From an optimization exercise on the open Yosys and OpenROAD flow, aimed at small area; shortcuts taken in it are not production practice. Only simulation tests tie the RTL to the original design; equivalence was not proved. No activity file was given, so power comes from the tool's default toggle rates.

## job 1240
==> module ker_mem_loader, before the edit <==
module ker_mem_loader #(
  parameter int KER_NUM        = 3,
  parameter int KER_WIDTH      = 75,
  parameter int KER_ADDR_BITS  = 11,
  parameter int DRAM_DATA_BITS = 512,
  parameter int DRAM_ADDR_BITS = 29
) (
  input  logic                                i_clk,
  input  logic                                i_rst,
  input  logic                                i_start,
  input  logic [$clog2(KER_NUM)-1:0]          i_ker_sel,
  input  logic [KER_ADDR_BITS:0]              i_ker_height,
  input  logic [DRAM_ADDR_BITS-1:0]           i_dram_base,
  output logic                                o_busy,
  output logic                                o_done,
  output logic                                o_err,
  output logic                                o_dram_rd_req,
  output logic [DRAM_ADDR_BITS-1:0]           o_dram_rd_addr,
  output logic [KER_ADDR_BITS:0]              o_dram_rd_len,
  input  logic                                i_dram_rd_gnt,
  input  logic [DRAM_DATA_BITS-1:0]           i_dram_rd_data,
  input  logic                                i_dram_rd_valid,
  output logic                                o_dram_rd_ready,
  output logic [KER_NUM-1:0]                  o_ker_wr_en,
  output logic [KER_ADDR_BITS-1:0]            o_ker_wr_addr,
  output logic [KER_WIDTH-1:0]                o_ker_wr_data,
  output logic [KER_WIDTH-1:0]                o_ker_checksum
);
  localparam int WPB = DRAM_DATA_BITS / KER_WIDTH;    
  localparam int HW  = KER_ADDR_BITS + 1;
  localparam int QW  = $clog2((1 << KER_ADDR_BITS) / WPB + 1);   
  localparam int CW  = $clog2(WPB + 1);
  localparam int SW  = $clog2(KER_NUM);
  localparam int AW  = DRAM_ADDR_BITS;
  logic                 r_req, r_stream, r_fin;
  logic [SW-1:0]        r_sel;
  logic [QW-1:0]        r_q;           
  logic [CW-1:0]        r_rem;         
  logic [CW-1:0]        r_cnt;         
  logic [KER_ADDR_BITS-1:0] r_addr;
  logic [KER_WIDTH-1:0] r_slot [WPB];
  logic                 r_rst_seen;    
  logic [KER_WIDTH-1:0] r_csum;        
  logic                 w_idle, w_wr, w_more, w_part, w_q_zero, w_last, w_ready, w_acc;
  logic                 w_start, w_empty, w_clr;
  logic [QW-1:0]        w_q;
  logic [CW-1:0]        w_rem;
  logic [KER_WIDTH-1:0] w_d [WPB];
  for (genvar k = 0; k < WPB; k++) begin : g_d
    assign w_d[k] = i_dram_rd_data[k*KER_WIDTH +: KER_WIDTH];
  end
  assign w_idle   = !(r_req | r_stream | r_fin);
  assign w_wr     = (r_cnt != '0);
  assign w_more   = (r_cnt > CW'(1));                  
  assign w_part   = (r_rem != '0);
  assign w_q_zero = (r_q == '0);
  assign w_last   = (r_cnt == CW'(1)) && w_q_zero && !w_part;
  assign w_ready  = r_stream && (!w_q_zero || w_part) && !w_more;
  assign w_acc    = w_ready && i_dram_rd_valid;
  assign w_start  = w_idle && i_start;
  assign w_empty  = (int'(i_ker_sel) >= KER_NUM) || (w_q == '0 && w_rem == '0);   
  always_comb begin
    logic          r1, r0, n1, n0, b;
    logic [HW-2:0] q;
    r1 = 1'b0;
    r0 = 1'b0;
    for (int i = HW - 1; i >= 1; i--) begin
      b      = i_ker_height[i];
      q[i-1] = r1 | (r0 & b);                       
      n1     = (r0 & ~b) | (r1 & b);                
      n0     = (~r1 & ~r0 & b) | (r1 & ~b);         
      r1     = n1;
      r0     = n0;
    end
    w_q   = q[QW-1:0];
    w_rem = {r1, r0, i_ker_height[0]};
  end
  assign o_busy          = !w_idle;
  assign o_done          = r_fin;
  assign o_err           = r_fin && (int'(r_sel) >= KER_NUM);
  assign o_dram_rd_req   = r_req;
  assign o_dram_rd_addr  = r_csum[AW-1:0];
  assign o_dram_rd_len   = HW'(QW'(r_q + QW'(w_part)));
  assign o_dram_rd_ready = w_ready;
  assign o_ker_wr_en     = w_wr ? (KER_NUM'(1) << r_sel) : '0;
  assign o_ker_wr_addr   = r_addr;
  assign o_ker_wr_data   = r_slot[0];
  always_ff @(posedge i_clk or posedge i_rst) begin
    if (i_rst) begin
      r_req    <= 1'b0;
      r_stream <= 1'b0;
      r_fin    <= 1'b0;
      r_cnt    <= '0;
    end else begin
      r_fin <= 1'b0;
      if (w_start) begin
        if (w_empty) r_fin <= 1'b1;
        else         r_req <= 1'b1;
      end
      if (r_req && i_dram_rd_gnt) begin
        r_req    <= 1'b0;
        r_stream <= 1'b1;
      end
      if (w_last) begin
        r_stream <= 1'b0;
        r_fin    <= 1'b1;
      end
      if (w_acc)     r_cnt <= w_q_zero ? r_rem : CW'(WPB);
      else if (w_wr) r_cnt <= r_cnt - CW'(1);
    end
  end
  always_ff @(posedge i_clk) begin
    r_sel  <= w_idle ? i_ker_sel : r_sel;
    r_q    <= w_idle ? w_q : r_q - QW'(w_acc && !w_q_zero);
    r_rem  <= ({CW{w_idle}} & w_rem) | ({CW{!w_idle && !(w_acc && w_q_zero)}} & r_rem);
    r_addr <= w_idle ? '0 : r_addr + KER_ADDR_BITS'(w_wr);
  end
  logic w_load;    
  assign w_load = r_stream && !w_more;
  always_ff @(posedge i_clk) begin
    r_slot[5] <= w_d[5];
    r_slot[4] <= ~(({KER_WIDTH{w_load}} | r_slot[5]) & ({KER_WIDTH{w_more}} | w_d[4]));
    r_slot[3] <= w_more ? ~r_slot[4] : w_d[3];
    r_slot[2] <= ~(({KER_WIDTH{w_load}} | r_slot[3]) & ({KER_WIDTH{w_more}} | w_d[2]));
    r_slot[1] <= w_more ? ~r_slot[2] : w_d[1];
    r_slot[0] <= ({KER_WIDTH{w_acc}} & w_d[0]) | ({KER_WIDTH{w_more}} & r_slot[1]);
  end
  always_ff @(posedge i_clk or posedge i_rst) begin
    if (i_rst) r_rst_seen <= 1'b1;
    else       r_rst_seen <= 1'b0;
  end
  assign w_clr = r_rst_seen || w_start || (r_req && i_dram_rd_gnt);
  always_ff @(posedge i_clk or posedge i_rst) begin
    if (i_rst)      r_csum <= '0;
    else if (w_clr) r_csum <= (w_start && !w_empty) ? KER_WIDTH'(i_dram_base) : '0;
    else            r_csum <= r_csum ^ r_slot[0];
  end
  assign o_ker_checksum = r_csum;
endmodule
clock: 6.0 ns
lec_check: 0
abc_area: 1
cap_margin: 20
core_area: 5 5 265 265
cts_cluster_diameter: 150
cts_cluster_size: 30
die_area: 0 0 270 270
slew_margin: 20
standard.sh (not shown) runs the stock make flow with config.mk's settings and CLKGATE_MAP_FILE= SYNTH_SCRIPT=/design/flow/synth_recipe.tcl, a recipe that flattens the netlist after the stock synthesis.
==> flow/flow/run.sh <==
#!/bin/bash
# Layout: the standard flow (standard.sh), with two changes:
#  - synthesis maps the logic with an area-oriented ABC script (flow/area.abc) through
#    flow/my_synth.tcl, which otherwise runs synth_recipe.tcl unchanged;
#  - the port buffers are plain buf_1 cells.
# The whole ORFS output goes to standard_flow.log; ORFS's per-step logs are under orfs/logs.
set -euo pipefail
here=$(pwd)
export BUFFER_PORTS_ARGS="-buffer_cell sky130_fd_sc_hd__buf_1"
export MY_ABC_SCRIPT="$here/flow/area.abc"
export FLOW_SYNTH_TCL="$here/synth_recipe.tcl"
sed -E "s#SYNTH_SCRIPT=[^ ]*synth_recipe\.tcl#SYNTH_SCRIPT=$here/flow/my_synth.tcl#" standard.sh > my_standard.sh
grep -q "SYNTH_SCRIPT=$here/flow/my_synth.tcl" my_standard.sh
bash my_standard.sh > standard_flow.log 2>&1
==> flow/flow/area.abc <==
strash
dch
&get -n
&dch -f
&nf -a -A 6 -E 6
&put
==> flow/flow/my_synth.tcl <==
# The standard synthesis (synth_recipe.tcl, unchanged), with only ABC's combinational
# mapping script replaced by $::env(MY_ABC_SCRIPT). Registers are mapped before ABC runs,
# so they are the standard synthesis's, with the same names and cell types.
proc abc {args} {
  set i [lsearch -exact $args -script]
  if {$i >= 0} {
    lset args [expr {$i + 1}] $::env(MY_ABC_SCRIPT)
  }
  puts "abc (area script) $args"
  yosys abc {*}$args
}
source $::env(FLOW_SYNTH_TCL)
What job 2523 does differently from job 1240 at the input level:
diff --git a/flow/design.v b/flow/design.v
--- a/flow/design.v
+++ b/flow/design.v
@@ -111,9 +111,9 @@
   end
   always_ff @(posedge i_clk) begin
     r_sel  <= w_idle ? i_ker_sel : r_sel;
     r_q    <= w_idle ? w_q : r_q - QW'(w_acc && !w_q_zero);
-    r_rem  <= ({CW{w_idle}} & w_rem) | ({CW{!w_idle && !(w_acc && w_q_zero)}} & r_rem);
+    r_rem  <= w_idle ? w_rem : (w_acc && w_q_zero) ? '0 : r_rem;
     r_addr <= w_idle ? '0 : r_addr + KER_ADDR_BITS'(w_wr);
   end
   logic w_load;    
   assign w_load = r_stream && !w_more;
Results
Side by side, length in cells of the worst reg-to-reg path turned out higher in job 2523 than in job 1240.
Delta (job 2523 minus job 1240): fraction of power spent switching nets went down; power moved down; number of max-slew violations in the final report barely changed; worst setup slack after placement saw an increase; global placer's final weighted congestion fell by about 0.5%.
On fraction of area in registers, job 1240 and job 2523 are neck and neck.
Measured against each other, job 1240 and job 2523 differ in count of fill cells added during filler insertion, the lower figure coming from job 1240.
Job 2523 ended up with met4 as its topmost layer with routed signal wires; job 1240 ended up with met5.
Taking job 1240 as the reference, in job 2523 number of multi-input combinational cells in the layout saw little to no change; via count of the first global-routing pass decreased 393.
Sort job 1240 and job 2523 by global-route usage, descending, and job 1240 comes first.

[port drivers added, routing unchanged]
The flow's constraints put no driver on any port. The routed layouts listed below were extracted and timed again, unchanged, in two steps.
Step 1, drivers: a clkbuf_16 drives i_clk and a buf_2 each remaining input, both assumed.
Step 2 adds t to the input delays and takes it off the output delays; t is the mean of the earliest and latest rising clock arrival at the registers after step 1. Input paths then give back, and output paths get back, about the clock's delay inside the block.
Slacks: ideal ports / drivers / drivers and shift; pairs: ideal ports / drivers.
run	t, ns	setup slack, ns	worst setup path at the end	worst register clock-pin slew, ns
job 1240	0.617	1.101 / 1.123 / 0.506	input to register	0.12 / 0.12
job 2523	0.615	1.327 / 1.312 / 0.698	input to register	0.12 / 0.12
After both steps setup and hold are still met in every run listed. For job 2523, which loses most, drivers alone change the setup slack by -0.015 ns; drivers and shift together by -0.629 ns.
